Source: an optimization exercise on an open RTL-to-GDS flow (aim: small area and a short achievable clock period). Production flows keep margins and buffers that such runs may drop. At most, simulation tests tie the RTL to the original design; equivalence was not proved. Power and IR drop assume default switching activity.

==> flow/design.v (excerpt) <==
module ex_stage (
	input  logic        clk,
	input  logic        arst_n_i,
	input  logic [306:0] ex_in_flat_i,  
	input  logic [31:0] mem_rdata_i,
	input  logic        irq_i,
	input  logic [31:0] irq_addr_i,
	output logic [97:0] mem_flat_o,    
	output logic [82:0] wb_flat_o,     
	output logic [32:0] jump_flat_o    
);
Size in the first run: roughly 2100 cells after synthesis, roughly 180 flip-flops, ~590 I/O pins, roughly 17000 um2 of cells after synthesis.
export LEC_CHECK = 0
export CAP_MARGIN = 20
export CORE_MARGIN = 2
export CORE_UTILIZATION = 40
export SETUP_SLACK_MARGIN = 1.0
export SLEW_MARGIN = 20
create_clock -name core_clock -period 5.0 [get_ports {clk}]
standard.sh (not shown) runs the stock make flow with config.mk's settings and CLKGATE_MAP_FILE= SYNTH_SCRIPT=/design/flow/synth_recipe.tcl, a recipe that flattens the netlist after the stock synthesis.
==> flow/flow/run.sh <==
#!/bin/bash
export BUFFER_PORTS_ARGS="-buffer_cell sky130_fd_sc_hd__buf_1"
bash standard.sh > standard.log 2>&1
Rerun with:
--- a/flow/design.v
+++ b/flow/design.v
@@ -221,51 +221,57 @@
 	assign is_branch = opc == ex_pkg::OPC_BRANCH;
 	assign is_jump   = (opc == ex_pkg::OPC_JAL) || (opc == ex_pkg::OPC_JALR);
 	assign is_system = opc == ex_pkg::OPC_SYSTEM;
 	logic ld_ok, st_ok, csr_ok;
 	assign ld_ok  = !(f3 == 3'd3 || f3 == 3'd6 || f3 == 3'd7);
 	assign st_ok  = !f3[2] && !(f3[1] && f3[0]);
 	assign csr_ok = f3[1:0] != 2'd0;
 	localparam int ARCH_ALU = 1;
 	localparam int ARCH_AT  = 1;
-	localparam bit JGATE    = 1'b0;
-	logic        sub;
-	logic [31:0] sum, alu_p;
-	logic        alu_co;
+	localparam bit JGATE    = 1'b1;
+	logic [31:0] sum, diff, add_p, sub_p;
+	logic        add_co, sub_co;
 	logic        ltu, lt, eq;
-	assign sub = !inst[2] && (inst[6] || f3[1] || (!f3[0] && inst[5] && inst[30]));
-	ex_add #(.ARCH(ARCH_ALU)) u_alu_add (
+	ex_add #(.ARCH(ARCH_ALU)) u_add (
 		.a_i  (op1),
-		.b_i  (op2 ^ {32{sub}}),
-		.ci_i (sub),
+		.b_i  (op2),
+		.ci_i (1'b0),
 		.s_o  (sum),
-		.p_o  (alu_p),
-		.co_o (alu_co)
+		.p_o  (add_p),
+		.co_o (add_co)
+	);
+	ex_add #(.ARCH(ARCH_ALU)) u_sub (
+		.a_i  (op1),
+		.b_i  (~op2),
+		.ci_i (1'b1),
+		.s_o  (diff),
+		.p_o  (sub_p),
+		.co_o (sub_co)
 	);
-	assign ltu = !alu_co;
+	assign ltu = !sub_co;
 	assign lt  = ltu ^ op1[31] ^ op2[31];
-	assign eq  = &alu_p;  
+	assign eq  = &sub_p;  
 	logic [4:0]  sh;
 	logic [31:0] sh_in, sh_out, sh_rev;
 	logic        fill;
 	assign sh   = inst[5] ? rs2[4:0] : inst[24:20];
 	assign fill = inst[14] && inst[30] && rs1[31];
 	always_comb begin
 		for (int i = 0; i < 32; i++) sh_in[i] = inst[14] ? rs1[i] : rs1[31-i];
 	end
 	assign sh_out = 32'($signed({fill, sh_in}) >>> sh);
 	always_comb begin
 		for (int i = 0; i < 32; i++) sh_rev[i] = sh_out[31-i];
 	end
 	logic [31:0] alu;
 	always_comb begin
 		case (f3)
-			3'd0:    alu = sum;
+			3'd0:    alu = (inst[5] && inst[30]) ? diff : sum;  
 			3'd1:    alu = sh_rev;
 			3'd2:    alu = {31'd0, lt};
 			3'd3:    alu = {31'd0, ltu};
 			3'd4:    alu = op1 ^ op2;
 			3'd5:    alu = sh_out;
 			3'd6:    alu = op1 | op2;
 			default: alu = op1 & op2;
 		endcase
 	end
@@ -279,46 +285,49 @@
 		.a_i  (at_a),
 		.b_i  (at_b),
 		.ci_i (1'b0),
 		.s_o  (at_sum),
 		.p_o  (at_p),
 		.co_o (at_co)
 	);
 	assign addr   = at_sum;
 	assign target = at_sum;
+	logic [1:0] ld_lo, st_lo;
+	assign ld_lo = rs1[1:0] + inst[21:20];
+	assign st_lo = rs1[1:0] + inst[8:7];
 	logic [7:0]  ld_byte;
 	logic [15:0] ld_half;
 	logic [31:0] ld_data;
 	always_comb begin
-		case (addr[1:0])
+		case (ld_lo)
 			2'd0:    ld_byte = mem_rdata_i[7:0];
 			2'd1:    ld_byte = mem_rdata_i[15:8];
 			2'd2:    ld_byte = mem_rdata_i[23:16];
 			default: ld_byte = mem_rdata_i[31:24];
 		endcase
 	end
-	assign ld_half = addr[1] ? mem_rdata_i[31:16] : mem_rdata_i[15:0];
+	assign ld_half = ld_lo[1] ? mem_rdata_i[31:16] : mem_rdata_i[15:0];
 	always_comb begin
 		case (f3)
 			3'd0:    ld_data = {{24{ld_byte[7]}}, ld_byte};
 			3'd1:    ld_data = {{16{ld_half[15]}}, ld_half};
 			3'd2:    ld_data = mem_rdata_i;
 			3'd4:    ld_data = {24'd0, ld_byte};
 			3'd5:    ld_data = {16'd0, ld_half};
 			default: ld_data = '0;
 		endcase
 	end
 	logic [31:0] st_data;
 	always_comb begin
 		for (int k = 0; k < 4; k++) begin
 			case (f3[1:0])
-				2'd0:    st_data[8*k +: 8] = (addr[1:0] == 2'(k)) ? rs2[7:0] : mem_rdata_i[8*k +: 8];
-				2'd1:    st_data[8*k +: 8] = (addr[1] == k[1]) ? rs2[8*(k%2) +: 8] : mem_rdata_i[8*k +: 8];
+				2'd0:    st_data[8*k +: 8] = (st_lo == 2'(k)) ? rs2[7:0] : mem_rdata_i[8*k +: 8];
+				2'd1:    st_data[8*k +: 8] = (st_lo[1] == k[1]) ? rs2[8*(k%2) +: 8] : mem_rdata_i[8*k +: 8];
 				default: st_data[8*k +: 8] = rs2[8*k +: 8];
 			endcase
 		end
 	end
 	logic [31:0] csr_src, csr_w;
 	assign csr_src = f3[2] ? {27'd0, inst[19:15]} : rs1;
 	always_comb begin
 		case (f3[1:0])
 			2'd1:    csr_w = csr_src;
What happened: The changed run ran to the end with no violations. Global-route usage is higher by 2.0 points. Maximum frequency grows by 10%. Critical path depth falls by 8. Power goes up by about 0.8%. Sequential share of layout area went down by 0.59 points. Sequential power came out higher by about 3%. Synthesized cell count increases by about 13%. Via count goes up by about 10%. Hold slack loses 0.072 ns.
Only the layout flow was run in the first run of this note; the RTL was not checked for function there.

========
ex_stage, a different RTL version from the one above (not shown whole).
For scale: roughly 2600 cells after synthesis, roughly 120 flip-flops, about 590 I/O pins, about 15000 sq um of cells after synthesis.
Design ex_stage, start of the top module:
module ex_stage (
	input  logic        clk,
	input  logic        arst_n_i,
	input  logic [306:0] ex_in_flat_i,  
	input  logic [31:0] mem_rdata_i,
	input  logic        irq_i,
	input  logic [31:0] irq_addr_i,
	output logic [97:0] mem_flat_o,    
	output logic [82:0] wb_flat_o,     
	output logic [32:0] jump_flat_o    
);
export LEC_CHECK = 0
export CAP_MARGIN = 20
export CORE_MARGIN = 2
export CORE_UTILIZATION = 40
export SETUP_SLACK_MARGIN = 1.5
export SLEW_MARGIN = 20
create_clock -name core_clock -period 5.0 [get_ports {clk}]
==> flow/flow/run.sh <==
#!/bin/bash
set -e
rm -rf scripts_mod
cp -r "$FLOW_HOME/scripts" scripts_mod
printf 'strash\ndch\nmap -D 1800\ntopo\nstime -c\nbuffer -c\nupsize -c\ndnsize -c\n' > scripts_mod/abc_area.script
export BUFFER_PORTS_ARGS="-buffer_cell sky130_fd_sc_hd__buf_1"
bash standard.sh SCRIPTS_DIR="$PWD/scripts_mod" ABC_AREA=1 ABC_CLOCK_PERIOD_IN_PS=1800 ADDER_MAP_FILE= finish > standard.log 2>&1
Next try:
--- a/flow/design.v
+++ b/flow/design.v
@@ -221,16 +221,16 @@
 	assign is_branch = opc == ex_pkg::OPC_BRANCH;
 	assign is_jump   = (opc == ex_pkg::OPC_JAL) || (opc == ex_pkg::OPC_JALR);
 	assign is_system = opc == ex_pkg::OPC_SYSTEM;
 	logic ld_ok, st_ok, csr_ok;
 	assign ld_ok  = !(f3 == 3'd3 || f3 == 3'd6 || f3 == 3'd7);
 	assign st_ok  = !f3[2] && !(f3[1] && f3[0]);
 	assign csr_ok = f3[1:0] != 2'd0;
-	localparam int ARCH_ALU = 2;
-	localparam int ARCH_AT  = 2;
+	localparam int ARCH_ALU = 1;
+	localparam int ARCH_AT  = 1;
 	localparam bit JGATE    = 1'b1;
 	logic [31:0] sum, diff, add_p, sub_p;
 	logic        add_co, sub_co;
 	logic        ltu, lt, eq;
 	ex_add #(.ARCH(ARCH_ALU)) u_add (
 		.a_i  (op1),
 		.b_i  (op2),
=>
- via count rose by 2.5%
- synthesized cell count rose by about 3.6%
- total power fell by about 2.2%
- global-route usage rose by 1.3 points
- combinational power rose by about 3%
- non-clock buffer count rose by 1
- cell count rose by 3.3%
- utilization fell by 0.79 points
- worst setup slack improved by 0.047 ns
- design area rose by about 1.3%
- clock power fell by about 10%
- routed wire length rose by 3.7%

========
ex_stage, a different RTL version from the one above (not shown whole).
Size in the first run: roughly 2700 cells after synthesis, ~120 flip-flops, about 590 I/O pins, roughly 15000 µm² of cells after synthesis.
Settings: LEC_CHECK=0, CAP_MARGIN=20, CORE_MARGIN=2, CORE_UTILIZATION=40, SETUP_SLACK_MARGIN=1.5, SLEW_MARGIN=20; clock period 5.0 ns.
==> flow/flow/run.sh <==
#!/bin/bash
set -e
rm -rf scripts_mod
cp -r "$FLOW_HOME/scripts" scripts_mod
printf 'strash\ndch\nmap -a\ntopo\nstime -c\nbuffer -c\nupsize -c\ndnsize -c\n' > scripts_mod/abc_area.script
export BUFFER_PORTS_ARGS="-buffer_cell sky130_fd_sc_hd__buf_1"
bash standard.sh SCRIPTS_DIR="$PWD/scripts_mod" ABC_AREA=1 ABC_CLOCK_PERIOD_IN_PS=3000 ADDER_MAP_FILE= finish > standard.log 2>&1
Change:
--- a/flow/design.v
+++ b/flow/design.v
@@ -369,25 +369,30 @@
 	                   ({32{sel_lui}}  & op1) |
 	                   ({32{sel_load}} & ld_data) |
 	                   ({32{sel_csr}}  & csrd);
 	assign reg_data  = reg_early |
 	                   ({32{sel_add}} & sum) |
 	                   ({32{sel_sub}} & diff) |
 	                   ({32{sel_sll}} & sh_rev) |
 	                   ({32{sel_sr}}  & sh_out) |
 	                   {31'd0, (sel_slt && lt) || (sel_sltu && ltu)};
-	logic sgn_diff, tk_lt1, tk_lt0, tk_eq;
 	logic taken;
-	assign sgn_diff = op1[31] ^ op2[31];  
-	assign tk_lt1   = (f3 == 3'd4 && !sgn_diff) || (f3 == 3'd5 && sgn_diff) || f3 == 3'd6;
-	assign tk_lt0   = (f3 == 3'd4 && sgn_diff) || (f3 == 3'd5 && !sgn_diff) || f3 == 3'd7;
-	assign tk_eq    = (f3 == 3'd0 && eq) || (f3 == 3'd1 && !eq);
-	assign taken    = tk_eq || (ltu ? tk_lt1 : tk_lt0);
+	always_comb begin
+		case (f3)
+			3'd0:    taken = eq;
+			3'd1:    taken = !eq;
+			3'd4:    taken = lt;
+			3'd5:    taken = !lt;
+			3'd6:    taken = ltu;
+			3'd7:    taken = !ltu;
+			default: taken = 1'b0;
+		endcase
+	end
 	logic        jflag;
 	logic [31:0] jaddr;
 	assign jflag = irq_i || is_jump || (is_branch && taken);
 	assign jaddr = irq_i ? irq_addr_i : ((JGATE || jflag) ? target : '0);
 	logic req0, wen0;
 	assign req0 = (is_load && ld_ok) || (is_store && st_ok);
 	assign wen0 = is_store && st_ok;
 	logic        q_req, q_wen, q_req0, q_wen0, q_sys, q_st, q_nst;
 	logic [31:0] q_a, q_b;
The new run passed the timing, DRC and antenna checks.
Critical path depth falls by 1.
Non-clock buffer count falls by 13.
Worst hold slack degrades by 0.078 ns.
Routed wire length drops by about 0.6%.
Count of clock-buffer cells in the layout goes down by 2.
Die area went down by 1.8%.
Setup slack gets worse by 0.011 ns.
Cell count came out lower by 0.31%.
No functional check of the RTL was part of the first run of this note.

========
RTL: one of the versions met above, not the one the previous note started from.
Size in the first run: about 2700 cells after synthesis, ~180 flip-flops, ~590 I/O pins, about 16000 µm² of cells after synthesis.
Settings: LEC_CHECK=0, CAP_MARGIN=20, CORE_MARGIN=2, CORE_UTILIZATION=40, SETUP_SLACK_MARGIN=1.5, SLEW_MARGIN=20; clock period 5.0 ns.
Scripts as last shown in full above: flow/flow/run.sh
Rerun with:
--- a/flow/design.v
+++ b/flow/design.v
@@ -256,31 +256,18 @@
 	assign sh   = inst[5] ? rs2[4:0] : inst[24:20];
 	assign fill = inst[14] && inst[30] && rs1[31];
 	always_comb begin
 		for (int i = 0; i < 32; i++) sh_in[i] = inst[14] ? rs1[i] : rs1[31-i];
 	end
 	assign sh_out = 32'($signed({fill, sh_in}) >>> sh);
 	always_comb begin
 		for (int i = 0; i < 32; i++) sh_rev[i] = sh_out[31-i];
 	end
-	logic [31:0] alu;
-	always_comb begin
-		case (f3)
-			3'd0:    alu = (inst[5] && inst[30]) ? diff : sum;  
-			3'd1:    alu = sh_rev;
-			3'd2:    alu = {31'd0, lt};
-			3'd3:    alu = {31'd0, ltu};
-			3'd4:    alu = op1 ^ op2;
-			3'd5:    alu = sh_out;
-			3'd6:    alu = op1 | op2;
-			default: alu = op1 & op2;
-		endcase
-	end
 	logic [11:0] imm;
 	logic [31:0] at_a, at_b, at_sum, at_p, addr, target;
 	logic        at_co;
 	assign imm  = {inst[31:25], inst[5] ? inst[11:7] : inst[24:20]};
 	assign at_a = inst[6] ? opj1 : rs1;
 	assign at_b = inst[6] ? opj2 : {{20{imm[11]}}, imm};
 	ex_add #(.ARCH(ARCH_AT)) u_at_add (
 		.a_i  (at_a),
 		.b_i  (at_b),
@@ -330,27 +317,45 @@
 	assign csr_src = f3[2] ? {27'd0, inst[19:15]} : rs1;
 	always_comb begin
 		case (f3[1:0])
 			2'd1:    csr_w = csr_src;
 			2'd2:    csr_w = csrd | csr_src;
 			2'd3:    csr_w = csrd & ~csr_src;
 			default: csr_w = '0;
 		endcase
 	end
-	logic [31:0] reg_data;
-	always_comb begin
-		reg_data = '0;
-		if (is_op_any)             reg_data = alu;
-		if (is_link)               reg_data = sum;
-		if (is_lui)                reg_data = op1;
-		if (is_load)               reg_data = ld_data;
-		if (is_system && csr_ok)   reg_data = csrd;
-	end
+	logic        sel_add, sel_sub, sel_sll, sel_sr, sel_slt, sel_sltu;
+	logic        sel_xor, sel_or, sel_and, sel_lui, sel_load, sel_csr;
+	assign sel_add  = is_link || (is_op_any && f3 == 3'd0 && !(inst[5] && inst[30]));
+	assign sel_sub  = is_op_any && f3 == 3'd0 && inst[5] && inst[30];
+	assign sel_sll  = is_op_any && f3 == 3'd1;
+	assign sel_slt  = is_op_any && f3 == 3'd2;
+	assign sel_sltu = is_op_any && f3 == 3'd3;
+	assign sel_xor  = is_op_any && f3 == 3'd4;
+	assign sel_sr   = is_op_any && f3 == 3'd5;
+	assign sel_or   = is_op_any && f3 == 3'd6;
+	assign sel_and  = is_op_any && f3 == 3'd7;
+	assign sel_lui  = is_lui;
+	assign sel_load = is_load;
+	assign sel_csr  = is_system && csr_ok;
+	logic [31:0] reg_early, reg_data;
+	assign reg_early = ({32{sel_xor}}  & (op1 ^ op2)) |
+	                   ({32{sel_or}}   & (op1 | op2)) |
+	                   ({32{sel_and}}  & (op1 & op2)) |
+	                   ({32{sel_lui}}  & op1) |
+	                   ({32{sel_load}} & ld_data) |
+	                   ({32{sel_csr}}  & csrd);
+	assign reg_data  = reg_early |
+	                   ({32{sel_add}} & sum) |
+	                   ({32{sel_sub}} & diff) |
+	                   ({32{sel_sll}} & sh_rev) |
+	                   ({32{sel_sr}}  & sh_out) |
+	                   {31'd0, (sel_slt && lt) || (sel_sltu && ltu)};
 	logic taken;
 	always_comb begin
 		case (f3)
 			3'd0:    taken = eq;
 			3'd1:    taken = !eq;
 			3'd4:    taken = lt;
 			3'd5:    taken = !lt;
 			3'd6:    taken = ltu;
 			3'd7:    taken = !ltu;
After rerunning: The changed run completed without violations; worst setup slack got worse by 0.011 ns; design area fell by a few percent; non-clock buffer count came out lower by 25; power falls by a few percent; synthesized area went down by a few percent; first-iteration DRC count rises by a few percent; routed wire length shrinks by a little under a tenth; cell count drops by a few percent; critical path depth came out higher by 4; clock-buffer cell count is unchanged; sequential share of layout area rises by 0.93 points; fmax is lower slightly.
The RTL of the second run of this note was laid out without a check of its function.

[re-timing with driven ports]
The results above use ideal ports. As a check the final layouts listed here were re-extracted and re-timed, cells and wires unchanged.
Step 1 assumes that a clkbuf_16 drives the clock port and a buf_2 every other input.
Step 2 also shifts input and output timing later by t, the mid clock arrival at the registers, as if the neighbouring blocks saw the same clock.
Slacks: no drivers / after step 1 / after step 2; pairs: no drivers / after step 1.
run | t (ns) | setup WS [ns] | pins driven straight from the clock port
the first run of note 1 | 0.573 | 0.627 / 0.638 / 0.065 | 1
the second run of note 1 | 0.567 | 1.029 / 1.057 / 0.490 | 1
the first run of note 2 | 0.516 | 1.466 / 1.488 / 0.972 | 1
the second run of note 2 | 0.552 | 1.513 / 1.517 / 0.965 | 1
the first run of note 3 | 0.518 | 1.504 / 1.533 / 1.016 | 1
the second run of note 3 | 0.516 | 1.494 / 1.494 / 0.978 | 1
the first run of note 4 | 0.530 | 1.466 / 1.430 / 0.900 | 1
the second run of note 4 | 0.544 | 1.455 / 1.463 / 0.919 | 1
After both steps setup and hold are still met in every run listed. For the first run of note 4, which loses most, drivers alone change the setup slack by -0.036 ns; drivers and shift together by -0.566 ns.
